Background: an optimization exercise with open tools, aiming at small area and a short achievable clock period. Do not read the settings as production practice. Only simulation tests tie the RTL to the original design; equivalence was not proved. Power is estimated from default activity; no workload was simulated.

<file path="flow/run.sh">
#!/bin/bash
# Standard layout, with port buffers of a faster cell than buffer_ports picks
# and a clock tree with larger sink clusters.
set -euo pipefail
bash standard.sh finish \
  "BUFFER_PORTS_ARGS=-buffer_cell sky130_fd_sc_hd__buf_4" \
  "CTS_ARGS=-sink_clustering_enable -repair_clock_nets -sink_clustering_size 30 -sink_clustering_max_diameter 120 -buf_list sky130_fd_sc_hd__clkbuf_16" \
  > layout_make.log 2>&1
</file>
<file path="standard.sh">
#!/bin/bash
# synth_recipe.tcl (not shown) runs the flow's synth.tcl, then flattens the netlist and writes it again
# the make line also repeats each setting of config.mk as NAME=value (left out here)
make -C /OpenROAD-flow-scripts/flow DESIGN_CONFIG=/design/flow/config.mk WORK_HOME=/design/flow/orfs CLKGATE_MAP_FILE= SYNTH_SCRIPT=/design/flow/synth_recipe.tcl "${@:-finish}"
</file>
<file path="config.mk">
export PLATFORM = sky130hd
export DESIGN_NAME = d_mem_responder
export DESIGN_NICKNAME = d_mem_responder
export VERILOG_FILES = /design/flow/design.v
export SDC_FILE = /design/flow/constraint.sdc
export NUM_CORES = 4
export LEC_CHECK = 0
export CAP_MARGIN = 20
export CORE_MARGIN = 2
export CORE_UTILIZATION = 60
export PLACE_DENSITY = 0.75
export SETUP_SLACK_MARGIN = 1.75
export SLEW_MARGIN = 20
export SYNTH_HIERARCHICAL = 1
export SYNTH_MINIMUM_KEEP_SIZE = 0
</file>
<file path="constraint.sdc">
create_clock -name core_clock -period 4.0 [get_ports {clock}]
set_input_delay 0.8000 -clock core_clock [delete_from_list [all_inputs] [get_ports {clock}]]
set_output_delay 0.8000 -clock core_clock [all_outputs]
set_load 0.01 [all_outputs]
</file>
<file path="design.v">
module d_mem_responder #(
   parameter int unsigned DEPTH       = 64,
   parameter int unsigned WAIT_CYCLES = 2
) (
   input  logic        clock,
   input  logic        reset,
   input  logic        req_valid,
   output logic        req_ready,
   input  logic        req_we,
   input  logic [31:0] req_addr,
   input  logic [31:0] req_wdata,
   output logic        rsp_valid,
   input  logic        rsp_ready,
   output logic [31:0] rsp_rdata,
   output logic        rsp_err,
   output logic        busy
);
   localparam int NR  = 21;     
   localparam int SGL = 21;     
   logic busy_q, rsp_q, w2_q, w1_q, w0_q;
   logic st0_q;                 
   logic wen0_q;                
   logic wen0n_q;               
   logic          we_q, mis_q;
   logic [NR:0]   sel_q;        
   logic [2:0]    w_q;          
   logic          hit;          
   logic          flip;         
   logic [31:0]   r_q;          
   logic          p1_q;         
   logic          wen12_q;      
   logic          wen12n_q;     
   logic [2:0]    t_q;          
   logic          accept, ld_wait, rd_now;
   logic          req_mis;
   logic [5:0]    req_idx;
   logic [NR:0]   req_sel;
   logic [2:0]    req_w;
   logic [2:0]    t_d;
   assign req_mis = |req_addr[1:0];
   assign req_idx = req_addr[7:2];
   logic [2:0] k_ring;
   logic [2:0] k_word;
   always_comb begin
      unique case (req_idx[5:2])
         4'd0:  begin k_ring = 3'd0; k_word = 3'b001; end
         4'd1:  begin k_ring = 3'd0; k_word = 3'b010; end
         4'd2:  begin k_ring = 3'd0; k_word = 3'b100; end
         4'd3:  begin k_ring = 3'd1; k_word = 3'b001; end
         4'd4:  begin k_ring = 3'd1; k_word = 3'b010; end
         4'd5:  begin k_ring = 3'd1; k_word = 3'b100; end
         4'd6:  begin k_ring = 3'd2; k_word = 3'b001; end
         4'd7:  begin k_ring = 3'd2; k_word = 3'b010; end
         4'd8:  begin k_ring = 3'd2; k_word = 3'b100; end
         4'd9:  begin k_ring = 3'd3; k_word = 3'b001; end
         4'd10: begin k_ring = 3'd3; k_word = 3'b010; end
         4'd11: begin k_ring = 3'd3; k_word = 3'b100; end
         4'd12: begin k_ring = 3'd4; k_word = 3'b001; end
         4'd13: begin k_ring = 3'd4; k_word = 3'b010; end
         4'd14: begin k_ring = 3'd4; k_word = 3'b100; end
         default: begin k_ring = 3'd5; k_word = 3'b000; end
      endcase
   end
   always_comb begin
      req_sel = '0;
      req_w   = 3'd0;
      if (req_idx[1:0] != 2'd3) begin
         req_sel[req_idx[5:2]] = 1'b1;
         req_w[req_idx[1:0]]   = 1'b1;
      end else begin
         req_sel[16 + k_ring] = 1'b1;    
         req_w = k_word;
      end
   end
   assign accept = req_valid && !busy_q && !reset;
   logic [2:0] htn_q, ftn_q;
   logic [2:0] htnn, ftnn;      
   assign t_d = (t_q >= 3'd5) ? 3'd0 : t_q + 3'd1;
   always_comb begin
      unique case (t_q)
         3'd0:    begin htnn = 3'b001; ftnn = 3'b000; end   
         3'd1:    begin htnn = 3'b100; ftnn = 3'b100; end   
         3'd2:    begin htnn = 3'b010; ftnn = 3'b010; end   
         3'd3:    begin htnn = 3'b001; ftnn = 3'b001; end   
         3'd4:    begin htnn = 3'b100; ftnn = 3'b000; end   
         3'd5:    begin htnn = 3'b010; ftnn = 3'b000; end   
         default: begin htnn = 3'b010; ftnn = 3'b000; end   
      endcase
   end
   logic hit_d;
   assign hit_d = |(w_q & htn_q) || sel_q[SGL];
   logic hit_q, flip_q, hit_n, flip_n;
   always_comb begin
      if (accept) begin
         hit_n  = |(req_w & htn_q) || req_sel[SGL];
         flip_n = |(req_w & ftn_q) || (req_sel[SGL] && t_d[0]);
      end else begin
         hit_n  = hit_d;
         flip_n = |(w_q & ftn_q) || (sel_q[SGL] && t_d[0]);
      end
   end
   assign hit  = hit_q;
   assign flip = flip_q;
   always_ff @(posedge clock or posedge reset) begin
      if (reset) begin
         busy_q <= 1'b0;
         rsp_q  <= 1'b0;
         w2_q   <= 1'b0;
         w1_q   <= 1'b0;
         w0_q   <= 1'b0;
         st0_q  <= 1'b0;
         wen0_q <= 1'b0;
         wen0n_q <= 1'b1;
      end else begin
         w2_q  <= req_valid && !busy_q;
         w1_q  <= w2_q;
         w0_q  <= w1_q;
         st0_q <= w1_q && we_q && !mis_q;
         wen0_q <= w1_q && we_q && !mis_q && hit_d;
         wen0n_q <= !(w1_q && we_q && !mis_q && hit_d);
         if (!busy_q)       busy_q <= req_valid;
         else if (rsp_q && rsp_ready) busy_q <= 1'b0;
         if (w0_q)          rsp_q <= 1'b1;
         else if (rsp_ready) rsp_q <= 1'b0;
      end
   end
   always_ff @(posedge clock) begin
      t_q    <= t_d;
      htn_q  <= htnn;
      ftn_q  <= ftnn;
      hit_q  <= hit_n;
      flip_q <= flip_n;
      p1_q   <= st0_q;
      wen12_q <= (st0_q || p1_q) && hit_d;
      wen12n_q <= !((st0_q || p1_q) && hit_d);
      if (accept) begin
         we_q  <= req_we;
         mis_q <= req_mis;
         sel_q <= req_sel;
         w_q   <= req_w;
      end
   end
   assign ld_wait = (w2_q || w1_q || w0_q) && !we_q && !mis_q;
   assign rd_now  = ld_wait && hit;
   logic [31:0] ring_p0 [NR];
   logic [31:0] ring_p1 [NR];
   logic [31:0] ring_p2 [NR];
   logic [31:0] single_q;
   logic [31:0] wdata_x;        
   assign wdata_x = r_q ^ {32{flip}};
   for (genvar g = 0; g < NR; g++) begin : g_ring
      logic wr, wr_n;
      logic [31:0] d0;
      assign wr   = (wen0_q || wen12_q) && sel_q[g];
      assign wr_n = (wen0n_q && wen12n_q) || !sel_q[g];
      for (genvar b = 0; b < 32; b++) begin : g_bit
         dmr_ring_in u_in (.sel(wr), .sel_n(wr_n), .d1(wdata_x[b]),
                           .d0(ring_p2[g][b]), .y(d0[b]));
      end
      always_ff @(posedge clock) begin
         ring_p0[g] <= d0;
         ring_p1[g] <= ring_p0[g];
         ring_p2[g] <= ring_p1[g];
      end
   end
   begin : g_single
      logic wr, wr_n;
      logic [31:0] d0;
      assign wr   = (wen0_q || wen12_q) && sel_q[SGL];
      assign wr_n = (wen0n_q && wen12n_q) || !sel_q[SGL];
      for (genvar b = 0; b < 32; b++) begin : g_bit
         dmr_ring_in u_in (.sel(wr), .sel_n(wr_n), .d1(wdata_x[b]),
                           .d0(single_q[b]), .y(d0[b]));
      end
      always_ff @(posedge clock) single_q <= d0;
   end
   logic [31:0] rd_ring, rd_word;
   always_comb begin
      rd_ring = 32'd0;
      for (int g = 0; g < NR; g++) rd_ring = rd_ring | (ring_p2[g] & {32{sel_q[g]}});
      rd_ring = rd_ring | (single_q & {32{sel_q[SGL]}});
   end
   assign rd_word = rd_ring ^ {32{flip}};
   always_ff @(posedge clock) begin
      if (accept)      r_q <= req_mis ? 32'd0 : req_wdata;
      else if (rd_now) r_q <= rd_word;
   end
   assign req_ready = !busy_q && !reset;
   assign rsp_valid = rsp_q;
   assign rsp_rdata = r_q;
   assign rsp_err   = mis_q;
   assign busy      = busy_q;
endmodule
module dmr_ring_in (
   input  logic sel,
   input  logic sel_n,
   input  logic d1,
   input  logic d0,
   output logic y
);
   assign y = ~((sel_n | d1) & (sel | d0));
endmodule
</file>
==> metrics.yaml, run 1 <==
critical_path:
  cp_top_family: "simple AND/OR/NAND/NOR gates"
  crit_top_cell: "ha_4"
  endpoint_kind: "flop"
  cp.required_ps: 4530
  cp-start-kind: "primary input"
  cp_data_arrival_time_ps: 2930
  crit_slowest_cell: "or3_4"
  path_cells: "buf_12 -> ha_4 -> nor2b_4 -> nor3b_4 -> or2_4 -> inv_2 -> ha_4 -> ha_4 -> and3b_4 -> a31o_1 -> or3_4 -> or2_4 -> nor2_2"
  crit_buf_inv: 2
  worst-path-max-fanout: 6
  crit_path_max_incr_delay_ps: 330
  crit_type: "primary input to flop"
grt:
  grt_overflow_total: 0
  grt_util_all_layers_pct: 35.3
  grt_start_max_net_pins: 35
  grt_pass1_vias: 32983
  grt_pass1_wl_um: 231000
  antenna_found_initial: 4
sta:
  hold_ws_ps: 48.2
  hold_viol: 0
  tns_ps: 0
  rsz0062_at_grt: "yes"
  relSlewSlack_pct: 23.3
  worst_clock_skew_ps: 26.8
  setup_violations: 0
  setup_slack_ps: 1600
  finalCritPeriodShare_pct: 59.9
  finalMaxSlewViolations: 0
  min_period_ps: 2400
  max_freq_mhz: 417
  tightest_slew_ps: 1150
power:
  power.switching_mw: 9.18
  swShare_pct: 23.3
  p_per_area_nw_per_um2: 651
  pwr-share-comb_pct: 7.9
  peakVddDrop_mv: 0.561
  pwr-share-seq_pct: 66.8
  internal_power_mw: 30.1
  pwr-share-clk_pct: 25.3
  p_leak_nw: 23.6
clock_network:
  htree_levels: 3
  numCtsBuffers: 80
  clkTransAtPathRegs_ps: 110
  cts_hold_buf: 0
  clockBufferDepth: 3
  cts_tree: "built"
  root_buffer: "clkbuf_16"
  clock_latency_ps: 680
  cts_sinks: 2129
route:
  viasPerCell: 6.66
  wl_per_cell_um: 32.0
  ant_nets: 0
  first_pass_iters: 9
  totalWireLength_um: 165000
  remaining_drc_errors: 0
  first_iter_violations: 4870
  via_count: 34395
die:
  dieWidth_um: 303
  floorplan.initialDensity_pct: 60.6
  io_pins: 105
  die-area_um2: 91600
  rows: 109
  core_um2: 88400
  die_h_um: 303
placement:
  hpwl_um: 88600
  portBuffers: 80
  gp_congestion: 0.808
  post-place-ws_ps: 740
yosys:
  synth_top_cell_by_area: "dfxtp_1"
  synthesis.instances: 3698
  synth_nets: 3778
  synth_top_flop_cell: "dfxtp_1"
  ys_seq_area_share_pct: 80.8
  synth_cell_types: 58
  synth.most_common_cell: "dfxtp_1"
  synth_area_um2: 53500
  yosysWarningCount: 13
  postSynth.asyncResetShare_pct: 0.376
  netlist_top_cells_area: "dfxtp_1, o22ai_1, edfxtp_1"
  avgSynthCellArea_um2: 14.5
  synthTopCellsByCount: "dfxtp_1, o22ai_1, a22o_1"
  synth_seq_cells: 2129
  synth_edf_count: 59
  yosys.area.top_type_share_pct: 77.1
run:
  drv_cap: 0
cells_and_area:
  drive_gt1_share_pct: 12.9
  fin_nets: 4048
  areaGrowthSynthToFinish_pct: 12.8
hold_path:
  hold_path.class: "primary input to async pin"
status:
  run_status: "finished clean"
## kinds of logic after synthesis
| group | synth area share [%] |
|---|---|
| AO/OA/AOI/OAI | 15.2 |
| XOR/XNOR | 0.540 |
| buffers and inverters | 0.994 |
| AND/OR/NAND/NOR | 2.19 |
| adder cells (fa/ha/maj) | 0.257 |
| flip-flops | 80.8 |
## worst register-to-register path, cell delays in order, from the launching register on
cell and delay (ps):
edfxtp_1 480, buf_12 200, buf_4 170, a22o_1 230
a221oi_2 260, nand4_1 300, o21ai_2 250, o311ai_2 140
## through the flow
step / cells / cell area, µm² / util, % / total power, mW
3_5_place_dp: 4968 / 56900 / 64.4 / 29.4
5_1_grt: 5161 / 60400 / 68.3 / 40.5
3_3_place_gp: 4965 / 56900 / 64.3 / 29.2
4_1_cts: 5133 / 59900 / 67.8 / 39.0
6_report: 5163 / 60400 / 68.3 / 39.3
2_1_floorplan: 3698 / 53700 / - / 28.0
## path summary, 6_finish.rpt
check                      depth (start not counted)                endpoint  slack [ps]                    from
setup / recovery                                  13      sel_q[7]$_DFFE_PP_        1600             req_addr[5]
hold / removal                                     2        busy_q$_DFF_PP0_          50                   reset
setup reg to reg                                   7       r_q[19]$_DFFE_PP_        1680      sel_q[0]$_DFFE_PP_
hold reg to reg                                    0  ring_p1[0][16]$_DFF_P_         320  ring_p0[0][16]$_DFF_P_
max in group asynchronous                          2       wen0n_q$_DFF_PP1_        3710                   reset
min in group core_clock                            1          we_q$_DFFE_PP_         310                  req_we
## cell usage in the layout (no fill, tap or decap), types with 34 or more instances in the layout
cell type,synthesis,final
nand2_1,70,45
edfxtp_1,59,59
buf_4,0,237
o22ai_1,704,704
a221oi_1,128,102
buf_12,0,42
a22oi_1,98,98
clkbuf_16,0,85
a22o_1,129,129
nand3_1,34,34
dfxtp_1,2062,2061
## timing repair
item | 4_1_cts | 5_1_grt
buffers inserted | 50 | 28
pin swaps | 14 | 27
gates cloned | 5 | 0
gates resized for setup | 33 | 42
endpoints found under the setup margin | 386 | 86
## Yosys stat by module, one instance, submodules excluded
| module | flip-flops and latches | cells | cell area (µm²) | copies in the design |
|---|---|---|---|---|
| d_mem_responder | 2129 | 2994 | 49100 | 1 |
| dmr_ring_in | 0 | 1 | 6.26 | 704 |
## flip-flops by register name (all words and copies together), names as in the netlist, 3 cells and up
signal    cells
single_q     32
t_q           3
ring_p0     672
htn_q         3
ring_p1     672
sel_q        22
ftn_q         3
ring_p2     672
r_q          32
w_q           3
## final cells by class
| cell class | count | area (µm²) |
|---|---|---|
| antenna | 2 | 5.00 |
| tap | 1165 | 1460 |
| clock inverter | 25 | 104 |
| multi-input combinational | 1447 | 10500 |
| inverter | 14 | 66.3 |
| fill | 5872 | 28000 |
| sequential | 2129 | 43300 |
| clock buffer | 85 | 2130 |
| timing repair buffer | 296 | 2880 |
## power by group through the flow
stage	Combinational (mW)	Sequential, mW	Clock [mW]
finish	3.10	26.3	9.94
CTS	2.90	26.2	9.90
global route	3.29	26.6	10.6
global placement	2.70	26.5	0
floorplan	1.85	26.2	0
detailed placement	2.78	26.6	0
## layer usage
layer  wire [µm]  GRT usage [%]  vias up
met5          10              0        -
met4        9470           17.3        2
met3       22000           9.29      587
met2       69700           51.6     2586
met1       64100           48.9    16906
li1            -              -    14314
==> inputs of run 2 (changes only) <==
--- a/config.mk
+++ b/config.mk
@@ -10,5 +10,5 @@
 export CORE_UTILIZATION = 60
 export PLACE_DENSITY = 0.75
-export SETUP_SLACK_MARGIN = 1.75
+export SETUP_SLACK_MARGIN = 1.9
 export SLEW_MARGIN = 20
 export SYNTH_HIERARCHICAL = 1
==> run 2 against run 1 <==
Effect of this change: die area unchanged; count of clock-buffer cells in the layout decreased by 3; sequential share of layout area down 1.7 points; routed wire length up 3.3%; clock power hardly changed; clock skew is 3.6 ps higher; hold slack got worse by 8.8 ps; power rose by 0.79%; design area rose by 2.4%; critical path depth is the same; highest routed layer unchanged.
==> metrics.yaml, run 2 <==
status:
  run_status: "finished clean"  # unchanged
yosys:
  synth_nets: 3778  # unchanged
  postSynth.asyncResetShare_pct: 0.376  # unchanged
  synth_cell_types: 58  # unchanged
  yosys.area.top_type_share_pct: 77.1  # unchanged
  ys_seq_area_share_pct: 80.8  # unchanged
  netlist_top_cells_area: "dfxtp_1, o22ai_1, edfxtp_1"  # unchanged
  synth.most_common_cell: "dfxtp_1"  # unchanged
  synth_area_um2: 53500  # unchanged
  synth_edf_count: 59  # unchanged
  synth_top_cell_by_area: "dfxtp_1"  # unchanged
  yosysWarningCount: 13  # unchanged
  synthTopCellsByCount: "dfxtp_1, o22ai_1, a22o_1"  # unchanged
  avgSynthCellArea_um2: 14.5  # unchanged
  synth_seq_cells: 2129  # unchanged
  synth_top_flop_cell: "dfxtp_1"  # unchanged
  synthesis.instances: 3698  # unchanged
grt:
  grt_pass1_wl_um: 233000  # was 231000 µm
  grt_pass1_vias: 33354  # was 32983
  grt_start_max_net_pins: 35  # unchanged
  grt_overflow_total: 0  # unchanged
  antenna_found_initial: 5  # was 4
  grt_util_all_layers_pct: 35.4  # was 35.3%
clock_network:
  htree_levels: 3  # unchanged
  cts_tree: "built"  # unchanged
  cts_sinks: 2129  # unchanged
  numCtsBuffers: 80  # unchanged
  clkTransAtPathRegs_ps: 120  # was 110 ps
  clock_latency_ps: 690  # was 680 ps
  clockBufferDepth: 3  # unchanged
  cts_hold_buf: 0  # unchanged
  root_buffer: "clkbuf_16"  # unchanged
critical_path:
  cp.required_ps: 4520  # was 4530 ps
  crit_type: "primary input to flop"  # unchanged
  r2r_cells: 4  # was 7
  endpoint_kind: "flop"  # unchanged
  crit_slowest_cell: "or2_4"  # was or3_4
  cp-start-kind: "primary input"  # unchanged
  crit_path_max_incr_delay_ps: 280  # was 330 ps
  crit_top_cell: "ha_4"  # unchanged
  worst-path-max-fanout: 6  # unchanged
  cp_data_arrival_time_ps: 2960  # was 2930 ps
  path_cells: "buf_12 -> ha_4 -> nor2b_4 -> nor3b_4 -> or2_4 -> inv_2 -> ha_4 -> ha_4 -> and3b_4 -> a31o_1 -> o21bai_2 -> or2_4 -> nor2_1"  # was buf_12 -> ha_4 -> nor2b_4 -> nor3b_4 -> or2_4 -> inv_2 -> ha_4 -> ha_4 -> and3b_4 -> a31o_1 -> or3_4 -> or2_4 -> nor2_2
power:
  peakVddDrop_mv: 0.611  # was 0.561 mV
  pwr-share-clk_pct: 25.0  # was 25.3%
  p_leak_nw: 24.3  # was 23.6 nW
  pwr-share-seq_pct: 66.5  # was 66.8%
  pwr-share-comb_pct: 8.5  # was 7.9%
  internal_power_mw: 30.2  # was 30.1 mW
  swShare_pct: 23.9  # was 23.3%
  power.switching_mw: 9.46  # was 9.18 mW
  p_per_area_nw_per_um2: 641  # was 651 nW/µm²
die:
  core_um2: 88400  # unchanged
  dieWidth_um: 303  # unchanged
  die_h_um: 303  # unchanged
  floorplan.initialDensity_pct: 60.6  # unchanged
  io_pins: 105  # unchanged
  rows: 109  # unchanged
  die-area_um2: 91600  # unchanged
cells_and_area:
  mostFrequentLayoutCell: "dfxtp_1"  # unchanged
  nFillCells: 5621  # was 5872
  fin_nets: 4136  # was 4048
  drive_gt1_share_pct: 16.1  # was 12.9%
  top_regs: "ring_p0 (672), ring_p1 (672), ring_p2 (672)"  # unchanged
  finalNonFillerCells: 5250  # was 5163
  final_cell_mix: "dfxtp_1, o22ai_1, buf_4"  # unchanged
  areaGrowthSynthToFinish_pct: 15.5  # was 12.8%
hold_path:
  hold_path.class: "primary input to async pin"  # unchanged
route:
  first_iter_violations: 5380  # was 4870
  wl_per_cell_um: 32.5  # was 32.0 µm
  ant_nets: 0  # unchanged
  remaining_drc_errors: 0  # unchanged
  viasPerCell: 6.72  # was 6.66
  via_count: 35290  # was 34395
  totalWireLength_um: 171000  # was 165000 µm
  first_pass_iters: 6  # was 9
sta:
  finalMaxSlewViolations: 0  # unchanged
  tightest_slew_ps: 1150  # about the same
  rsz0062_at_grt: "yes"  # unchanged
  max_freq_mhz: 409  # was 417 MHz
  finalCritPeriodShare_pct: 61.1  # was 59.9%
  hold_viol: 0  # unchanged
  relSlewSlack_pct: 22.8  # was 23.3%
  setup_violations: 0  # unchanged
  worst_clock_skew_ps: 30.4  # was 26.8 ps
  min_period_ps: 2450  # was 2400 ps
  tns_ps: 0  # unchanged
placement:
  gp_congestion: 0.817  # was 0.808
  dp.cells: 4978  # was 4968
  hpwl_um: 91900  # was 88600 µm
  portBuffers: 80  # unchanged
run:
  drv_cap: 0  # unchanged
[run 2: cell types whose count changed in the layout (fill, tap and decap cells not counted), sizes merged]
cell | before | now
buf | 295 | 378
bufbuf | 1 | 0
clkbuf | 85 | 86
clkinv | 0 | 1
diode | 2 | 4
inv | 36 | 35
nor2 | 36 | 35
nor2b | 36 | 33
xor2 | 32 | 38
[run 2: cells by family after synthesis]
| family | share of synthesized area [%] |
|---|---|
| DFF | 80.8 |
| AOI/OAI and AO/OA | 15.2 |
| and+or+nand+nor | 2.19 |
| buffers and inverters | 0.994 |
| xor gates and xnor gates | 0.540 |
| adders and majority gates | 0.257 |
[run 2: per-layer routing]
metal  vias to the layer above  share of wire [%]  GRT usage [%]
met2                      2766                 42           51.2
met4                         4                5.9           18.3
li1                      14483                  -              -
met1                     17381                 39           49.5
met3                       656                 13           8.82
met5                         -              0.013              0
[run 2: path summary, 6_finish.rpt]
| path | start | endpoint | slack, ps |
|---|---|---|---|
| setup reg to reg | wen0n_q$_DFF_PP1_ | ring_p0[18][0]$_DFF_P_ | 1740 |
| hold / removal | reset | st0_q$_DFF_PP0_ | 40 |
| hold reg to reg | ring_p1[7][21]$_DFF_P_ | ring_p2[7][21]$_DFF_P_ | 310 |
| max in group asynchronous | reset | wen0n_q$_DFF_PP1_ | 3720 |
| min in group core_clock | req_we | we_q$_DFFE_PP_ | 290 |
| setup / recovery | req_addr[5] | sel_q[16]$_DFFE_PP_ | 1550 |
[run 2: worst max-delay path, delay by kind of cell]
kind                     cells  cell delay (ps)
buffers and inverters        2              180
AND/OR/NAND/NOR              6             1130
AO/OA/AOI/OAI                2              430
adder cells (fa/ha/maj)      3              410
[run 2: timing repair]
action / CTS / global route
setup endpoints to repair: 783 / 196
gates cloned: 6 / 4
pin swaps: 36 / 64
setup buffers: 93 / 58
resized for setup: 85 / 146
[run 2: final cells by class]
type / instances / area, µm² / share of cell area, %
clock buffer: 82 / 2050 / 3.32
clock inverter: 25 / 116 / 0.188
antenna: 4 / 10.0 / 0.0162
sequential: 2129 / 43300 / 70.0
inverter: 14 / 66.3 / 0.107
timing repair buffer: 382 / 3800 / 6.15
tap: 1165 / 1460 / 2.36
multi-input combinational: 1449 / 11100 / 17.9
[run 2: stage by stage]
stage	utilization (%)	power [mW]	area, µm²	hold slack (ps)	setup WS (ps)
after CTS	68.5	39.0	60500	31.7	1540
final	70.0	39.6	61800	39.4	1550
after detailed placement	64.5	29.4	57000	312	699
after floorplan	-	28.0	53700	310	1040
after global routing	70.0	40.7	61800	48.0	1490
after global placement	64.4	29.2	56900	309	755
[run 2: modules after synthesis, one instance, submodules excluded]
| module | copies in the design | cells inside | area [µm²] |
|---|---|---|---|
| d_mem_responder | 1 | 2994 | 49100 |
| dmr_ring_in | 704 | 1 | 6.26 |
[run 2: power by group through the flow]
| stage | clock network [mW] | registers, mW | logic, mW |
|---|---|---|---|
| 2_1_floorplan | 0 | 26.1 | 1.86 |
| 3_3_place_gp | 0 | 26.5 | 2.70 |
| 3_5_place_dp | 0 | 26.6 | 2.79 |
| 4_1_cts | 9.80 | 26.2 | 3.03 |
| 5_1_grt | 10.6 | 26.6 | 3.53 |
| 6_report | 9.91 | 26.4 | 3.36 |
==> inputs of run 3 (changes only) <==
--- a/config.mk
+++ b/config.mk
@@ -8,7 +8,7 @@
 export CAP_MARGIN = 20
 export CORE_MARGIN = 2
-export CORE_UTILIZATION = 60
-export PLACE_DENSITY = 0.75
-export SETUP_SLACK_MARGIN = 1.9
+export CORE_UTILIZATION = 50
+export PLACE_DENSITY = 0.7
+export SETUP_SLACK_MARGIN = 1.85
 export SLEW_MARGIN = 20
 export SYNTH_HIERARCHICAL = 1
==> run 3 against run 2 <==
Effect of this change: still clean; non-clock buffer count decreased by 42; power decreased by 0.37%; critical path depth unchanged; global-route usage decreased by 6.6 points; utilization decreased by 12 points; clock skew increased by 12 ps; hold slack improved by 130 ps; register-to-register slack got worse by 50 ps; die area increased by 20%; synthesized cell count unchanged; count of clock-buffer cells in the layout increased by 3; design area decreased by 0.58%; largest cell class unchanged.
==> metrics.yaml, run 3 <==
power:
  p_total_mw: 39.5  # was 39.6 mW
  peakVddDrop_mv: 0.432  # was 0.611 mV
  pwr-share-comb_pct: 8.0  # was 8.5%
  power.switching_mw: 9.24  # was 9.46 mW
  internal_power_mw: 30.2  # about the same
  pwr-share-clk_pct: 25.5  # was 25.0%
  p_leak_nw: 24.0  # was 24.3 nW
  swShare_pct: 23.4  # was 23.9%
  pwr-share-seq_pct: 66.5  # about the same
  p_per_area_nw_per_um2: 642  # was 641 nW/µm²
yosys:
  synth.most_common_cell: "dfxtp_1"  # unchanged
  postSynth.asyncResetShare_pct: 0.376  # unchanged
  synth_top_flop_cell: "dfxtp_1"  # unchanged
  synthTopCellsByCount: "dfxtp_1, o22ai_1, a22o_1"  # unchanged
  synthAdderAreaFrac_pct: 0.257  # unchanged
  netlist_top_cells_area: "dfxtp_1, o22ai_1, edfxtp_1"  # unchanged
  synth_cell_types: 58  # unchanged
  synth_top_cell_by_area: "dfxtp_1"  # unchanged
  muxShareOfSynthArea_pct: 0  # unchanged
  yosys.area_share.simple_pct: 2.19  # unchanged
  synth_nets: 3778  # unchanged
  synth_seq_cells: 2129  # unchanged
  yosysWarningCount: 13  # unchanged
  synthesis.instances: 3698  # unchanged
  synth_area_um2: 53500  # unchanged
  synth_edf_count: 59  # unchanged
  synth-xor-area-share_pct: 0.540  # unchanged
  synth_top_family_by_area: "compound AO/OA/AOI/OAI gates"  # unchanged
  yosys.area.top_type_share_pct: 77.1  # unchanged
  synth_compound_area_share_pct: 15.2  # unchanged
  avgSynthCellArea_um2: 14.5  # unchanged
  ys_seq_area_share_pct: 80.8  # unchanged
critical_path:
  crit_end: "sel_q[6]$_DFFE_PP_"  # was sel_q[16]$_DFFE_PP_
  critical_path_cell_count: 13  # unchanged
  cp_top_family: "simple AND/OR/NAND/NOR gates"  # unchanged
  cp-start-kind: "primary input"  # unchanged
  r2r_setup_slack_ps: 1690  # was 1740 ps
  r2r_start: "sel_q[21]$_DFFE_PP_"  # was wen0n_q$_DFF_PP1_
  cp_data_arrival_time_ps: 2940  # was 2960 ps
  crit_type: "primary input to flop"  # unchanged
  cp-startpoint: "req_addr[5]"  # unchanged
  r2r_cells: 8  # was 4
  crit_top_cell: "ha_4"  # unchanged
  path_cells: "buf_12 -> ha_4 -> nor2b_4 -> nor3b_4 -> or2_4 -> inv_2 -> ha_4 -> ha_4 -> and3b_4 -> a31o_1 -> or3_4 -> or2_4 -> nor2_2"  # was buf_12 -> ha_4 -> nor2b_4 -> nor3b_4 -> or2_4 -> inv_2 -> ha_4 -> ha_4 -> and3b_4 -> a31o_1 -> o21bai_2 -> or2_4 -> nor2_1
  cp.required_ps: 4560  # was 4520 ps
  endpoint_kind: "flop"  # unchanged
  r2r-end: "r_q[6]$_DFFE_PP_"  # was ring_p0[18][0]$_DFF_P_
  worst-path-max-fanout: 8  # was 6
  crit_path_max_incr_delay_ps: 330  # was 280 ps
  crit_slowest_cell: "or3_4"  # was or2_4
  crit_buf_inv: 2  # unchanged
die:
  rows: 120  # was 109
  die_h_um: 331  # was 303 µm
  core_um2: 107000  # was 88400 µm²
  die-area_um2: 110000  # was 91600 µm²
  floorplan.initialDensity_pct: 50.2  # was 60.6%
  io_pins: 105  # unchanged
  dieWidth_um: 331  # was 303 µm
placement:
  post-place-ws_ps: 731  # was 699 ps
  placed_cell_area_um2: 57100  # was 57000 µm²
  dp.cells: 5205  # was 4978
  gp_congestion: 0.810  # was 0.817
  portBuffers: 80  # unchanged
  hpwl_um: 91000  # was 91900 µm
sta:
  relSlewSlack_pct: 30.1  # was 22.8%
  setup_violations: 0  # unchanged
  worst_clock_skew_ps: 42.0  # was 30.4 ps
  tightest_slew_ps: 1050  # was 1150 ps
  hold_viol: 0  # unchanged
  max_freq_mhz: 421  # was 409 MHz
  tns_ps: 0  # unchanged
  finalCritPeriodShare_pct: 59.4  # was 61.1%
  hold_ws_ps: 170  # was 39.4 ps
  rsz0062_at_grt: "yes"  # unchanged
  finalMaxSlewViolations: 0  # unchanged
  min_period_ps: 2380  # was 2450 ps
  setup_slack_ps: 1620  # was 1550 ps
grt:
  grt_overflow_total: 0  # unchanged
  grt_pass1_vias: 31834  # was 33354
  grt_start_max_net_pins: 35  # unchanged
  grt_pass1_wl_um: 228000  # was 233000 µm
  antenna_found_initial: 3  # was 5
  grt_util_all_layers_pct: 28.8  # was 35.4%
cells_and_area:
  top_regs: "ring_p0 (672), ring_p1 (672), ring_p2 (672)"  # unchanged
  fin_nets: 4089  # was 4136
  final_cell_mix: "dfxtp_1, o22ai_1, buf_4"  # unchanged
  insertedDiodeCount: 0  # was 4
  mostFrequentLayoutCell: "dfxtp_1"  # unchanged
  drive_gt1_share_pct: 14.7  # was 16.1%
  finalNonFillerCells: 5439  # was 5250
  final_core_util_pct: 57.7  # was 70.0%
  final_area_um2: 61500  # was 61800 µm²
  areaGrowthSynthToFinish_pct: 14.9  # was 15.5%
route:
  remaining_drc_errors: 0  # unchanged
  ant_nets: 0  # unchanged
  via_count: 33643  # was 35290
  first_iter_violations: 4541  # was 5380
  viasPerCell: 6.19  # was 6.72
  first_pass_iters: 5  # was 6
  totalWireLength_um: 164000  # was 171000 µm
  wl_per_cell_um: 30.2  # was 32.5 µm
run:
  drv_cap: 0  # unchanged
clock_network:
  clock_latency_ps: 700  # was 690 ps
  clkTransAtPathRegs_ps: 110  # was 120 ps
  numCtsBuffers: 81  # was 80
  htree_levels: 3  # unchanged
  cts_tree: "built"  # unchanged
  cts_sinks: 2129  # unchanged
  root_buffer: "clkbuf_16"  # unchanged
  clockBufferDepth: 3  # unchanged
hold_path:
  hold_path.class: "primary input to async pin"  # unchanged
status:
  run_status: "finished clean"  # unchanged
-- run 3: worst min-delay path by stage --
stage                               to                     from  slack [ps]  depth (start not counted)
2_1_floorplan    ring_p1[0][0]$_DFF_P_    ring_p0[0][0]$_DFF_P_         310                          0
3_3_place_gp     ring_p1[6][1]$_DFF_P_    ring_p0[6][1]$_DFF_P_         310                          0
3_5_place_dp   ring_p2[16][25]$_DFF_P_  ring_p1[16][25]$_DFF_P_         310                          0
4_1_cts              wen0n_q$_DFF_PP1_                    reset         150                          2
5_1_grt              wen0n_q$_DFF_PP1_                    reset         170                          2
6_report             wen0n_q$_DFF_PP1_                    reset         170                          2
-- run 3: cells by family after synthesis --
kind of cell,count (synthesis)
adders and majority gates,11
DFF,2129
buffers and inverters,126
AOI/OAI and AO/OA,1167
xor gates and xnor gates,33
and+or+nand+nor,232
-- run 3: per-layer routing --
layer / vias up / GRT usage [%] / part of all wire, %
met4: 4 / 12.2 / 4.6
met5: - / 0 / 0.013
met1: 16818 / 40.1 / 41
met3: 406 / 6.08 / 11
met2: 2022 / 43.6 / 44
li1: 14393 / - / -
-- run 3: power by group through the flow --
stage	Sequential [mW]	Clock, mW	Combinational (mW)
6_report	26.2	10.1	3.18
5_1_grt	26.5	10.8	3.39
4_1_cts	26.2	10.1	2.99
3_5_place_dp	26.6	0	2.78
3_3_place_gp	26.5	0	2.71
2_1_floorplan	26.1	0	1.86
-- run 3: repair_timing --
action	in CTS	in global routing
gates cloned	0	5
resized for setup	63	103
setup endpoints to repair	682	125
endpoints found under the hold margin	2	0
pin swaps	31	36
buffers inserted	89	28
hold buffers	2	0
-- run 3: per-module statistics from Yosys (local to each module, per instance) --
module	times used	cell area (µm²)
dmr_ring_in	704	6.26
d_mem_responder	1	49100
-- run 3: area by class of cell --
class | count | area [µm²]
clock buffer | 85 | 2130
clock inverter | 25 | 138
fill | 8205 | 45100
inverter | 14 | 66.3
multi-input combinational | 1443 | 10700
sequential | 2129 | 43300
tap | 1403 | 1760
timing repair buffer | 340 | 3380
==> inputs of run 4 (changes only) <==
--- a/design.v
+++ b/design.v
@@ -40,36 +40,22 @@
    assign req_mis = |req_addr[1:0];
    assign req_idx = req_addr[7:2];
-   logic [2:0] k_ring;
-   logic [2:0] k_word;
-   always_comb begin
-      unique case (req_idx[5:2])
-         4'd0:  begin k_ring = 3'd0; k_word = 3'b001; end
-         4'd1:  begin k_ring = 3'd0; k_word = 3'b010; end
-         4'd2:  begin k_ring = 3'd0; k_word = 3'b100; end
-         4'd3:  begin k_ring = 3'd1; k_word = 3'b001; end
-         4'd4:  begin k_ring = 3'd1; k_word = 3'b010; end
-         4'd5:  begin k_ring = 3'd1; k_word = 3'b100; end
-         4'd6:  begin k_ring = 3'd2; k_word = 3'b001; end
-         4'd7:  begin k_ring = 3'd2; k_word = 3'b010; end
-         4'd8:  begin k_ring = 3'd2; k_word = 3'b100; end
-         4'd9:  begin k_ring = 3'd3; k_word = 3'b001; end
-         4'd10: begin k_ring = 3'd3; k_word = 3'b010; end
-         4'd11: begin k_ring = 3'd3; k_word = 3'b100; end
-         4'd12: begin k_ring = 3'd4; k_word = 3'b001; end
-         4'd13: begin k_ring = 3'd4; k_word = 3'b010; end
-         4'd14: begin k_ring = 3'd4; k_word = 3'b100; end
-         default: begin k_ring = 3'd5; k_word = 3'b000; end
-      endcase
+   logic [3:0] req_k;
+   logic       req_j3;
+   assign req_k  = req_idx[5:2];
+   assign req_j3 = (req_idx[1:0] == 2'd3);
+   for (genvar r = 0; r < 16; r++) begin : g_sel_lo
+      assign req_sel[r] = !req_j3 && (req_k == 4'(r));
    end
-   always_comb begin
-      req_sel = '0;
-      req_w   = 3'd0;
-      if (req_idx[1:0] != 2'd3) begin
-         req_sel[req_idx[5:2]] = 1'b1;
-         req_w[req_idx[1:0]]   = 1'b1;
-      end else begin
-         req_sel[16 + k_ring] = 1'b1;    
-         req_w = k_word;
-      end
+   for (genvar m = 0; m < 5; m++) begin : g_sel_hi
+      assign req_sel[16 + m] = req_j3 && ((req_k == 4'(3 * m)) ||
+                                          (req_k == 4'(3 * m + 1)) ||
+                                          (req_k == 4'(3 * m + 2)));
+   end
+   assign req_sel[SGL] = req_j3 && (req_k == 4'd15);
+   for (genvar w = 0; w < 3; w++) begin : g_word
+      assign req_w[w] = req_j3 ? ((req_k == 4'(w)) || (req_k == 4'(w + 3)) ||
+                                  (req_k == 4'(w + 6)) || (req_k == 4'(w + 9)) ||
+                                  (req_k == 4'(w + 12)))
+                               : (req_idx[1:0] == 2'(w));
    end
    assign accept = req_valid && !busy_q && !reset;
--- a/config.mk
+++ b/config.mk
@@ -8,7 +8,7 @@
 export CAP_MARGIN = 20
 export CORE_MARGIN = 2
-export CORE_UTILIZATION = 50
-export PLACE_DENSITY = 0.7
-export SETUP_SLACK_MARGIN = 1.85
+export CORE_UTILIZATION = 60
+export PLACE_DENSITY = 0.75
+export SETUP_SLACK_MARGIN = 1.75
 export SLEW_MARGIN = 20
 export SYNTH_HIERARCHICAL = 1
==> run 4 against run 3 <==
Effect of this change: first-iteration DRC count decreased by 2.8%; critical path depth decreased by 8; power decreased by 1.6%; clock power about the same; critical endpoint is now ring_p0[0][13]$_DFF_P_; utilization increased by 9.7 points; hold slack got worse by 14 ps; flip-flop and latch count unchanged; non-clock buffer count decreased by 52; register-to-register slack got worse by 70 ps; sequential share of layout area increased by 2.5 points; die area decreased by 17%; highest routed layer unchanged; global-route usage increased by 4.8 points; critical path type is now flop to flop.
==> metrics.yaml, run 4 <==
sta:
  max_freq_mhz: 419  # was 421 MHz
  tns_ps: 0  # unchanged
  relSlewSlack_pct: 8.14  # was 30.1%
  setup_violations: 0  # unchanged
  worst_clock_skew_ps: 29.7  # was 42.0 ps
  hold_viol: 0  # unchanged
  min_period_ps: 2380  # about the same
  rsz0062_at_grt: "yes"  # unchanged
  finalMaxSlewViolations: 0  # unchanged
  finalCritPeriodShare_pct: 59.6  # was 59.4%
  setup_slack_ps: 1620  # about the same
  tightest_slew_ps: 1370  # was 1050 ps
die:
  io_pins: 105  # unchanged
  core_um2: 88100  # was 107000 µm²
  die-area_um2: 91000  # was 110000 µm²
  die_h_um: 302  # was 331 µm
  floorplan.initialDensity_pct: 60.4  # was 50.2%
  dieWidth_um: 302  # was 331 µm
  rows: 109  # was 120
route:
  totalWireLength_um: 156000  # was 164000 µm
  first_iter_violations: 4412  # was 4541
  first_pass_iters: 6  # was 5
  wl_per_cell_um: 30.6  # was 30.2 µm
  met1_length_um: 63000  # was 66800 µm
  top_layer_used: "met5"  # unchanged
  viasPerCell: 6.53  # was 6.19
  via_count: 33314  # was 33643
  ant_nets: 0  # unchanged
  wl_met3_um: 18500  # was 17900 µm
  remaining_drc_errors: 0  # unchanged
  wl_met2_um: 66500  # was 71900 µm
yosys:
  yosysWarningCount: 13  # unchanged
  synth-xor-area-share_pct: 0.560  # was 0.540%
  synth_top_family_by_area: "compound AO/OA/AOI/OAI gates"  # unchanged
  synthTopCellsByCount: "dfxtp_1, o22ai_1, a221oi_1, a22o_1, a22oi_1"  # was dfxtp_1, o22ai_1, a22o_1
  synth_top_flop_cell: "dfxtp_1"  # unchanged
  synth_edf_count: 59  # unchanged
  yosys.area.top_type_share_pct: 77.6  # was 77.1%
  synth_cell_types: 46  # was 58
  synthAdderAreaFrac_pct: 0.141  # was 0.257%
  synth_top_cell_by_area: "dfxtp_1"  # unchanged
  postSynth.asyncResetShare_pct: 0.376  # unchanged
  synth_area_um2: 53200  # was 53500 µm²
  yosys.area_share.simple_pct: 1.95  # was 2.19%
  muxShareOfSynthArea_pct: 0.0400  # was 0%
  ys_seq_area_share_pct: 81.3  # was 80.8%
  netlist_top_cells_area: "dfxtp_1, o22ai_1, edfxtp_1"  # unchanged
  synth.most_common_cell: "dfxtp_1"  # unchanged
  avgSynthCellArea_um2: 14.6  # was 14.5 µm²
  synthesis.instances: 3644  # was 3698
  synth_nets: 3719  # was 3778
  synth_compound_area_share_pct: 15.0  # was 15.2%
  synth_seq_cells: 2129  # unchanged
grt:
  grt_pass1_vias: 32139  # was 31834
  grt_util_all_layers_pct: 33.6  # was 28.8%
  grt_overflow_total: 0  # unchanged
  antenna_found_initial: 1  # was 3
  grt_start_max_net_pins: 37  # was 35
  grt_pass1_wl_um: 221000  # was 228000 µm
critical_path:
  r2r_cells: 5  # was 8
  crit_path_max_incr_delay_ps: 530  # was 330 ps
  r2r_start: "wen0n_q$_DFF_PP1_"  # was sel_q[21]$_DFFE_PP_
  crit_buf_inv: 2  # unchanged
  cp-start-kind: "flop"  # was primary input
  cp_data_arrival_time_ps: 2910  # was 2940 ps
  cp_top_family: "simple AND/OR/NAND/NOR gates"  # unchanged
  worst-path-max-fanout: 21  # was 8
  path_cells: "nand2_1 -> buf_6 -> nand2_4 -> buf_4 -> o22ai_1"  # was buf_12 -> ha_4 -> nor2b_4 -> nor3b_4 -> or2_4 -> inv_2 -> ha_4 -> ha_4 -> and3b_4 -> a31o_1 -> or3_4 -> or2_4 -> nor2_2
  cp.required_ps: 4520  # was 4560 ps
  r2r-end: "ring_p0[0][13]$_DFF_P_"  # was r_q[6]$_DFFE_PP_
  endpoint_kind: "flop"  # unchanged
  crit_type: "flop to flop"  # was primary input to flop
  r2r_setup_slack_ps: 1620  # was 1690 ps
  crit_slowest_cell: "dfstp_2"  # was or3_4
placement:
  portBuffers: 80  # unchanged
  gp_congestion: 0.842  # was 0.810
  post-place-ws_ps: 1080  # was 731 ps
  hpwl_um: 87500  # was 91000 µm
cells_and_area:
  mostFrequentLayoutCell: "dfxtp_1"  # unchanged
  areaGrowthSynthToFinish_pct: 11.7  # was 14.9%
  nFillCells: 6033  # was 8205
  multi_input_area_um2: 9880  # was 10700 µm²
  final_cell_mix: "dfxtp_1, o22ai_1, buf_4"  # unchanged
  regArea_um2: 43300  # about the same
  top_regs: "ring_p0 (672), ring_p1 (672), ring_p2 (672)"  # unchanged
  drive_gt1_share_pct: 11.4  # was 14.7%
  fin_nets: 3980  # was 4089
power:
  p_total_mw: 38.9  # was 39.5 mW
  p_leak_nw: 23.3  # was 24.0 nW
  p_per_area_nw_per_um2: 654  # was 642 nW/µm²
  pwr-share-comb_pct: 7.4  # was 8.0%
  pwr-share-seq_pct: 67.3  # was 66.5%
  pwr-share-clk_pct: 25.3  # was 25.5%
  swShare_pct: 23.1  # was 23.4%
  power.switching_mw: 8.97  # was 9.24 mW
  peakVddDrop_mv: 0.496  # was 0.432 mV
  internal_power_mw: 29.9  # was 30.2 mW
hold_path:
  hold_path.class: "primary input to async pin"  # unchanged
clock_network:
  cts_sinks: 2129  # unchanged
  clkTransAtPathRegs_ps: 110  # about the same
  cts_tree: "built"  # unchanged
  root_buffer: "clkbuf_16"  # unchanged
  numCtsBuffers: 80  # was 81
  clockBufferDepth: 3  # unchanged
  clock_latency_ps: 690  # was 700 ps
  htree_levels: 3  # unchanged
run:
  drv_cap: 0  # unchanged
status:
  run_status: "finished clean"  # unchanged
run 4: area by class of cell:
cell class / instances / share of cell area [%]
flip-flops and latches: 2129 / 72.8
multi-input cells: 1398 / 16.6
inverters: 8 / 0.0590
well taps: 1165 / 2.45
clock inverters: 26 / 0.190
repair buffers: 288 / 4.33
clock buffers: 83 / 3.50
diodes: 1 / 0.00421
run 4: cells by family after synthesis:
family                     Yosys count
xor gates and xnor gates            34
muxes                                2
buffers and inverters              118
AOI/OAI and AO/OA                 1143
DFF                               2129
and+or+nand+nor                    212
adders and majority gates            6
run 4: worst max-delay path by stage:
stage	start	endpoint	slack [ps]	depth (start not counted)
5_1_grt	wen0n_q$_DFF_PP1_	ring_p0[15][3]$_DFF_P_	1660	5
3_3_place_gp	reset	r_q[1]$_DFFE_PP_	1080	7
2_1_floorplan	sel_q[14]$_DFFE_PP_	ring_p0[14][0]$_DFF_P_	1790	4
4_1_cts	wen0n_q$_DFF_PP1_	ring_p0[12][24]$_DFF_P_	1650	5
6_report	wen0n_q$_DFF_PP1_	ring_p0[0][13]$_DFF_P_	1620	5
3_5_place_dp	reset	r_q[6]$_DFFE_PP_	1080	7
run 4: power by group through the flow:
stage	Combinational, mW	Sequential [mW]	Clock (mW)
global route	3.05	26.4	10.6
CTS	2.75	26.1	9.82
finish	2.87	26.1	9.84
floorplan	1.77	26.1	0
detailed placement	2.67	26.5	0
global placement	2.59	26.3	0
run 4: worst register-to-register path, delay by kind of cell, from the launching register on:
family	cells	cell delay (ps)
flip-flops	1	530
buffers and inverters	2	770
AND/OR/NAND/NOR	2	790
AO/OA/AOI/OAI	1	140
run 4: per-module statistics from Yosys, one instance, submodules excluded:
module	cells	cell area, µm²	flops+latches	times used
d_mem_responder	2940	48800	2129	1
dmr_ring_in	1	6.26	0	704
run 4: repair_timing:
action / in CTS / in global routing
setup endpoints to repair: 468 / 221
hold endpoints to repair: 2 / 0
hold buffers: 2 / 0
setup buffers: 46 / 16
pin swaps: 3 / 14
gates resized for setup: 20 / 26
gates cloned: 0 / 1
run 4: metrics by stage:
stage | instance area, µm² | utilization [%] | hold WS (ps) | std cells
floorplan | 53200 | - | 310 | 3644
global placement | 56300 | 63.9 | 309 | 4923
detailed placement | 56300 | 63.9 | 312 | 4923
CTS | 59100 | 67.1 | 133 | 5080
global route | 59400 | 67.4 | 162 | 5097
finish | 59400 | 67.4 | 156 | 5098
run 4: per-layer routing:
layer / track usage [%] / vias to the layer above
met5: 0 / -
met2: 49.3 / 2253
met1: 47.7 / 16462
li1: - / 14103
met4: 15.4 / 2
met3: 7.60 / 494
==> inputs of run 5 (changes only) <==
--- a/config.mk
+++ b/config.mk
@@ -10,5 +10,5 @@
 export CORE_UTILIZATION = 60
 export PLACE_DENSITY = 0.75
-export SETUP_SLACK_MARGIN = 1.75
+export SETUP_SLACK_MARGIN = 1.95
 export SLEW_MARGIN = 20
 export SYNTH_HIERARCHICAL = 1
==> run 5 against run 4 <==
Effect of this change: critical path type is now flop to output port; routed wire length is 4.2% higher; largest cell class unchanged; non-clock buffer count is 125 higher; global-route usage is 0.35 points higher; still clean on timing, DRC and antenna; critical path depth is 4 lower; combinational power is 12% higher.
==> metrics.yaml, run 5 <==
status:
  run_status: "finished clean"  # unchanged
power:
  p_leak_nw: 24.4  # was 23.3 nW
  peakVddDrop_mv: 0.484  # was 0.496 mV
  p_per_area_nw_per_um2: 639  # was 654 nW/µm²
yosys:
  synth_area_um2: 53200  # unchanged
  synth_edf_count: 59  # unchanged
  ys_seq_area_share_pct: 81.3  # unchanged
  synth_cell_types: 46  # unchanged
  synth_nets: 3719  # unchanged
  synth_top_flop_cell: "dfxtp_1"  # unchanged
  synth.most_common_cell: "dfxtp_1"  # unchanged
  netlist_top_cells_area: "dfxtp_1, o22ai_1, edfxtp_1"  # unchanged
  yosys.area.top_type_share_pct: 77.6  # unchanged
  yosysWarningCount: 13  # unchanged
  synth_top_cell_by_area: "dfxtp_1"  # unchanged
  synth_seq_cells: 2129  # unchanged
  synthTopCellsByCount: "dfxtp_1, o22ai_1, a221oi_1, a22o_1, a22oi_1"  # unchanged
  postSynth.asyncResetShare_pct: 0.376  # unchanged
  avgSynthCellArea_um2: 14.6  # unchanged
  synthesis.instances: 3644  # unchanged
route:
  wl_met2_um: 69800  # was 66500 µm
  remaining_drc_errors: 0  # unchanged
  wl_per_cell_um: 31.1  # was 30.6 µm
  via_count: 34452  # was 33314
  first_iter_violations: 4714  # was 4412
  met1_length_um: 63400  # was 63000 µm
  totalWireLength_um: 163000  # was 156000 µm
  top_layer_used: "met5"  # unchanged
  ant_nets: 0  # unchanged
  first_pass_iters: 6  # unchanged
  viasPerCell: 6.59  # was 6.53
  wl_met3_um: 20600  # was 18500 µm
sta:
  min_period_ps: 2250  # was 2380 ps
  finalCritPeriodShare_pct: 56.2  # was 59.6%
  tns_ps: 0  # unchanged
  finalMaxSlewViolations: 0  # unchanged
  tightest_slew_ps: 1190  # was 1370 ps
  relSlewSlack_pct: 20.1  # was 8.14%
  rsz0062_at_grt: "yes"  # unchanged
  max_freq_mhz: 444  # was 419 MHz
  worst_clock_skew_ps: 30.9  # was 29.7 ps
  hold_viol: 0  # unchanged
  setup_violations: 0  # unchanged
  hold_ws_ps: 190  # was 156 ps
cells_and_area:
  drive_gt1_share_pct: 16.8  # was 11.4%
  insertedDiodeCount: 0  # was 1
  top_regs: "ring_p0 (672), ring_p1 (672), ring_p2 (672)"  # unchanged
  areaGrowthSynthToFinish_pct: 16.0  # was 11.7%
  final_cell_mix: "dfxtp_1, o22ai_1, buf_4"  # unchanged
  fin_nets: 4107  # was 3980
  mostFrequentLayoutCell: "dfxtp_1"  # unchanged
  nFillCells: 5622  # was 6033
clock_network:
  numCtsBuffers: 80  # unchanged
  clkTransAtPathRegs_ps: 110  # about the same
  cts_sinks: 2129  # unchanged
  clockBufferDepth: 3  # unchanged
  cts_tree: "built"  # unchanged
  clock_latency_ps: 680  # was 690 ps
  root_buffer: "clkbuf_16"  # unchanged
  htree_levels: 3  # unchanged
die:
  rows: 109  # unchanged
  dieWidth_um: 302  # unchanged
  die_h_um: 302  # unchanged
  core_um2: 88100  # unchanged
  die-area_um2: 91000  # unchanged
  floorplan.initialDensity_pct: 60.4  # unchanged
  io_pins: 105  # unchanged
critical_path:
  crit_slowest_cell: "edfxtp_1"  # was dfstp_2
  crit_path_max_incr_delay_ps: 570  # was 530 ps
  cp_data_arrival_time_ps: 1450  # was 2910 ps
  cp.required_ps: 3200  # was 4520 ps
  cp-start-kind: "flop"  # unchanged
  path_cells: "buf_6"  # was nand2_1 -> buf_6 -> nand2_4 -> buf_4 -> o22ai_1
  critical_path_cell_count: 1  # was 5
  cp_top_family: "flip-flops"  # was simple AND/OR/NAND/NOR gates
  crit_buf_inv: 1  # was 2
  r2r_cells: 8  # was 5
  crit_type: "flop to output port"  # was flop to flop
  worst-path-max-fanout: 2  # was 21
  endpoint_kind: "output port"  # was flop
placement:
  gp_congestion: 0.827  # was 0.842
  hpwl_um: 88000  # was 87500 µm
  portBuffers: 80  # unchanged
hold_path:
  hold_path.class: "primary input to async pin"  # unchanged
grt:
  antenna_found_initial: 2  # was 1
  grt_overflow_total: 0  # unchanged
  grt_pass1_vias: 32462  # was 32139
  grt_util_all_layers_pct: 33.9  # was 33.6%
  grt_start_max_net_pins: 35  # was 37
  grt_pass1_wl_um: 223000  # was 221000 µm
run:
  drv_cap: 0  # unchanged
run 5: final timing paths:
path / from / end / slack [ps]
worst max-delay path: r_q[1]$_DFFE_PP_ / rsp_rdata[1] / 1750
worst min-delay path: reset / wen0n_q$_DFF_PP1_ / 190
worst max register to register: sel_q[1]$_DFFE_PP_ / r_q[18]$_DFFE_PP_ / 1770
worst min register to register: ring_p1[12][10]$_DFF_P_ / ring_p2[12][10]$_DFF_P_ / 310
max in group asynchronous: reset / busy_q$_DFF_PP0_ / 3080
min in group core_clock: req_we / we_q$_DFFE_PP_ / 300
run 5: modules after synthesis, one instance, submodules excluded:
module | copies in the design | area (µm²)
dmr_ring_in | 704 | 6.26
d_mem_responder | 1 | 48800
run 5: where the power goes:
| group | leakage, nW | total [mW] | internal [mW] | switching (mW) |
|---|---|---|---|---|
| Sequential | 18.1 | 26.2 | 24.8 | 1.41 |
| Clock | 1.18 | 9.93 | 3.80 | 6.13 |
| Combinational | 5.15 | 3.21 | 1.49 | 1.72 |
| Total | 24.4 | 39.4 | 30.1 | 9.26 |
run 5: final cells by class:
type                       instances  area (µm²)  share of cell area [%]
timing repair buffer             413        4100                    6.66
tap                             1165        1460                    2.36
clock inverter                    30         128                   0.207
timing repair inverter             1        8.76                  0.0142
inverter                           8        42.5                  0.0690
clock buffer                      83        2080                    3.37
sequential                      2129       43300                    70.1
multi-input combinational       1399       10600                    17.2
run 5: what timing repair did:
action	4_1_cts	5_1_grt
setup buffers	103	73
endpoints found under the hold margin	1	0
endpoints found under the setup margin	781	305
pin swaps	34	71
gates cloned	3	4
hold buffers	2	0
resized for setup	119	156
run 5: metal layers:
metal,global-route usage [%],vias to the layer above
met5,0.828,-
li1,-,14376
met2,49.5,2491
met4,16.2,6
met1,47.4,17059
met3,8.83,520
run 5: per-stage QoR:
step                setup slack (ps)  utilization (%)  instance area (µm²)  total power [mW]  cells
floorplan                       1960                -                53200              27.8   3644
global placement                1140             64.0                56400              28.9   4929
detailed placement              1090             64.1                56400              29.2   4930
CTS                             1780             68.3                60100              38.9   5151
global route                    1730             70.0                61700              40.5   5228
finish                          1750             70.0                61700              39.4   5228
run 5: logic make-up after synthesis:
| kind of cell | share of synthesized area (%) |
|---|---|
| flip-flops | 81.3 |
| AO/OA/AOI/OAI | 15.0 |
| AND/OR/NAND/NOR | 1.95 |
| buffers and inverters | 0.939 |
| XOR/XNOR | 0.560 |
| adder cells (fa/ha/maj) | 0.141 |
| multiplexers | 0.0400 |
==> inputs of run 6 (changes only) <==
--- a/config.mk
+++ b/config.mk
@@ -10,5 +10,5 @@
 export CORE_UTILIZATION = 60
 export PLACE_DENSITY = 0.75
-export SETUP_SLACK_MARGIN = 1.95
+export SETUP_SLACK_MARGIN = 1.9
 export SLEW_MARGIN = 20
 export SYNTH_HIERARCHICAL = 1
==> run 6 against run 5 <==
Effect of this change: still clean; worst setup slack better by 31 ps; non-clock buffer count down 34; flip-flop and latch count unchanged; cell count down 0.77%; register-to-register slack better by 30 ps; critical path type unchanged; sequential share of layout area up 0.72 points; via count down 0.41%; global-route usage about the same; clock power down 0.9%.
==> metrics.yaml, run 6 <==
grt:
  grt_pass1_wl_um: 222000  # was 223000 µm
  grt_start_max_net_pins: 35  # unchanged
  grt_overflow_total: 0  # unchanged
  antenna_found_initial: 3  # was 2
  grt_pass1_vias: 32584  # was 32462
  grt_util_all_layers_pct: 33.9  # about the same
sta:
  setup_slack_ps: 1780  # was 1750 ps
  hold_ws_ps: 16.1  # was 190 ps
  max_freq_mhz: 451  # was 444 MHz
  setup_violations: 0  # unchanged
  finalMaxSlewViolations: 0  # unchanged
  worst_clock_skew_ps: 22.9  # was 30.9 ps
  relSlewSlack_pct: 33.0  # was 20.1%
  tns_ps: 0  # unchanged
  min_period_ps: 2220  # was 2250 ps
  rsz0062_at_grt: "yes"  # unchanged
  finalCritPeriodShare_pct: 55.5  # was 56.2%
  tightest_slew_ps: 1000  # was 1190 ps
  hold_viol: 0  # unchanged
cells_and_area:
  regArea_um2: 43300  # about the same
  nFillCells: 5707  # was 5622
  mostFrequentLayoutCell: "dfxtp_1"  # unchanged
  final_cell_mix: "dfxtp_1, o22ai_1, buf_4"  # unchanged
  drive_gt1_share_pct: 15.3  # was 16.8%
  fin_nets: 4070  # was 4107
  multi_input_area_um2: 10400  # was 10600 µm²
  final_core_util_pct: 69.3  # was 70.0%
  top_regs: "ring_p0 (672), ring_p1 (672), ring_p2 (672)"  # unchanged
  final_area_um2: 61000  # was 61700 µm²
  areaGrowthSynthToFinish_pct: 14.8  # was 16.0%
die:
  core_um2: 88100  # unchanged
  die-area_um2: 91000  # unchanged
  dieWidth_um: 302  # unchanged
  rows: 109  # unchanged
  die_h_um: 302  # unchanged
  io_pins: 105  # unchanged
  floorplan.initialDensity_pct: 60.4  # unchanged
route:
  totalWireLength_um: 162000  # was 163000 µm
  first_pass_iters: 8  # was 6
  viasPerCell: 6.61  # was 6.59
  first_iter_violations: 4467  # was 4714
  via_count: 34312  # was 34452
  wl_per_cell_um: 31.3  # was 31.1 µm
  ant_nets: 0  # unchanged
  remaining_drc_errors: 0  # unchanged
critical_path:
  r2r_start: "sel_q[20]$_DFFE_PP_"  # was sel_q[1]$_DFFE_PP_
  worst-path-max-fanout: 2  # unchanged
  crit_path_max_incr_delay_ps: 550  # was 570 ps
  crit_slowest_cell: "edfxtp_1"  # unchanged
  cp_top_family: "flip-flops"  # unchanged
  path_cells: "buf_6"  # unchanged
  crit_buf_inv: 1  # unchanged
  cp-startpoint: "r_q[1]$_DFFE_PP_"  # unchanged
  cp_data_arrival_time_ps: 1420  # was 1450 ps
  endpoint_kind: "output port"  # unchanged
  crit_type: "flop to output port"  # unchanged
  cp-start-kind: "flop"  # unchanged
  cp.required_ps: 3200  # about the same
yosys:
  synth_top_flop_cell: "dfxtp_1"  # unchanged
  ys_seq_area_share_pct: 81.3  # unchanged
  yosys.area.top_type_share_pct: 77.6  # unchanged
  synth.most_common_cell: "dfxtp_1"  # unchanged
  avgSynthCellArea_um2: 14.6  # unchanged
  synthTopCellsByCount: "dfxtp_1, o22ai_1, a221oi_1, a22o_1, a22oi_1"  # unchanged
  synth_top_cell_by_area: "dfxtp_1"  # unchanged
  yosysWarningCount: 13  # unchanged
  synth-xor-area-share_pct: 0.560  # unchanged
  synth_cell_types: 46  # unchanged
  synth_compound_area_share_pct: 15.0  # unchanged
  yosys.area_share.simple_pct: 1.95  # unchanged
  synthesis.instances: 3644  # unchanged
  synthAdderAreaFrac_pct: 0.141  # unchanged
  postSynth.asyncResetShare_pct: 0.376  # unchanged
  synth_area_um2: 53200  # unchanged
  netlist_top_cells_area: "dfxtp_1, o22ai_1, edfxtp_1"  # unchanged
  synth_seq_cells: 2129  # unchanged
  synth_top_family_by_area: "compound AO/OA/AOI/OAI gates"  # unchanged
  synth_edf_count: 59  # unchanged
  synth_nets: 3719  # unchanged
  muxShareOfSynthArea_pct: 0.0400  # unchanged
power:
  internal_power_mw: 29.9  # was 30.1 mW
  p_leak_nw: 24.1  # was 24.4 nW
  p_per_area_nw_per_um2: 641  # was 639 nW/µm²
  pwr-share-seq_pct: 67.0  # was 66.6%
  pwr-share-comb_pct: 7.9  # was 8.1%
  pwr-share-clk_pct: 25.1  # was 25.2%
  peakVddDrop_mv: 0.547  # was 0.484 mV
  power.switching_mw: 9.18  # was 9.26 mW
  swShare_pct: 23.5  # about the same
placement:
  portBuffers: 80  # unchanged
  hpwl_um: 87400  # was 88000 µm
  gp_congestion: 0.822  # was 0.827
  placed_cell_area_um2: 56500  # was 56400 µm²
  post-place-ws_ps: 1100  # was 1090 ps
status:
  run_status: "finished clean"  # unchanged
run:
  drv_cap: 0  # unchanged
clock_network:
  cts_tree: "built"  # unchanged
  clockBufferDepth: 3  # unchanged
  cts_sinks: 2129  # unchanged
  clock_latency_ps: 690  # was 680 ps
  numCtsBuffers: 80  # unchanged
  htree_levels: 3  # unchanged
  root_buffer: "clkbuf_16"  # unchanged
  clkTransAtPathRegs_ps: 110  # about the same
hold_path:
  hold_path.class: "primary input to async pin"  # unchanged
[run 6: cell count changes in the layout (fill, tap and decap cells not counted), moves of 4 or more]
cell      delta
buf_16       -4
buf_4        -5
buf_8        -5
a221oi_1    +25
buf_12       +5
a221oi_2    -26
buf_6       -27
inv_1        -7
[run 6: timing repair]
item / 4_1_cts / 5_1_grt
endpoints found under the setup margin: 765 / 80
hold buffers: 0 / 0
pin swaps: 21 / 52
gates cloned: 1 / 6
setup buffers: 88 / 50
resized for setup: 55 / 127
[run 6: worst paths after layout]
kind / to / slack, ps / depth (start not counted)
max: rsp_rdata[1] / 1780 / 1
min: wen0_q$_DFF_PP0_ / 20 / 2
max reg2reg: ring_p0[20][24]$_DFF_P_ / 1800 / 6
min reg2reg: ring_p1[14][21]$_DFF_P_ / 320 / 0
max in group asynchronous: wen0n_q$_DFF_PP1_ / 3740 / 2
min in group core_clock: we_q$_DFFE_PP_ / 280 / 1
[run 6: power by group through the flow]
stage | clock (mW) | combinational [mW] | sequential, mW
after floorplan | 0 | 1.77 | 26.1
after global placement | 0 | 2.56 | 26.4
after detailed placement | 0 | 2.63 | 26.5
after CTS | 9.77 | 2.79 | 26.1
after global routing | 10.5 | 3.25 | 26.5
final | 9.84 | 3.07 | 26.2
[run 6: routing by layer]
metal / wire length, µm / share of wire (%) / track usage [%]
met2: 69900 / 43 / 50.3
met5: 58 / 0.036 / 0
met3: 20100 / 12 / 7.95
met1: 62800 / 39 / 47.0
met4: 9340 / 5.8 / 16.7
[run 6: layout make-up]
class | instances | area share, %
clock inverter | 27 | 0.260
sequential | 2129 | 70.9
antenna | 3 | 0.0123
multi-input combinational | 1397 | 17.0
tap | 1165 | 2.39
inverter | 8 | 0.0697
timing repair buffer | 379 | 6.17
clock buffer | 80 | 3.28
[run 6: cell families after synthesis]
logic type / Yosys count
DFF: 2129
AOI/OAI and AO/OA: 1143
muxes: 2
buffers and inverters: 118
adders and majority gates: 6
xor gates and xnor gates: 34
and+or+nand+nor: 212
[run 6: through the flow]
stage / cells / power (mW)
6_report: 5188 / 39.1
5_1_grt: 5185 / 40.2
4_1_cts: 5129 / 38.6
3_5_place_dp: 4933 / 29.2
3_3_place_gp: 4933 / 28.9
2_1_floorplan: 3644 / 27.8
[run 6: Yosys stat by module (local to each module, per instance)]
module / cell area, µm² / flip-flops and latches / copies in the design
d_mem_responder: 48800 / 2129 / 1
dmr_ring_in: 6.26 / 0 / 704

static timing again, ports no longer ideal:
How much do the figures lean on ideal ports? The routed layouts below were timed once more, with nothing changed but the port constraints.
Step 1 (the two cells are an assumption about what drives the block):
set clk [get_ports {clock}]
set_driving_cell -lib_cell sky130_fd_sc_hd__clkbuf_16 $clk
set_driving_cell -lib_cell sky130_fd_sc_hd__buf_2 [delete_from_list [all_inputs] $clk]
Step 2 adds t to the input delays and takes it off the output delays; t is the mean of the earliest and latest rising clock arrival at the registers after step 1. Input paths then give back, and output paths get back, about the clock's delay inside the block.
a / b / c = ideal ports / drivers / drivers and shift; a / b = the first two.
| run | t (ns) | setup WS [ns] | worst hold slack (ns) | slew at the worst register clock pin (ns) | cell pins on the clock port's net |
|---|---|---|---|---|---|
| run 1 | 0.736 | 1.603 / 1.627 / 0.891 | 0.048 / 0.002 / 0.321 | 0.11 / 0.11 | 1 |
| run 2 | 0.747 | 1.555 / 1.582 / 0.835 | 0.039 / -0.012 / 0.314 | 0.12 / 0.12 | 1 |
| run 3 | 0.756 | 1.623 / 1.648 / 0.893 | 0.170 / 0.119 / 0.298 | 0.11 / 0.11 | 1 |
| run 4 | 0.750 | 1.616 / 1.616 / 1.422 | 0.156 / 0.102 / 0.310 | 0.11 / 0.11 | 1 |
| run 5 | 0.744 | 1.750 / 1.675 / 1.691 | 0.190 / 0.135 / 0.315 | 0.11 / 0.11 | 1 |
| run 6 | 0.754 | 1.781 / 1.708 / 1.548 | 0.016 / -0.035 / 0.324 | 0.12 / 0.12 | 1 |
After both steps setup and hold are still met in every run listed. For run 3, which loses most, drivers alone change the setup slack by +0.025 ns; drivers and shift together by -0.730 ns.
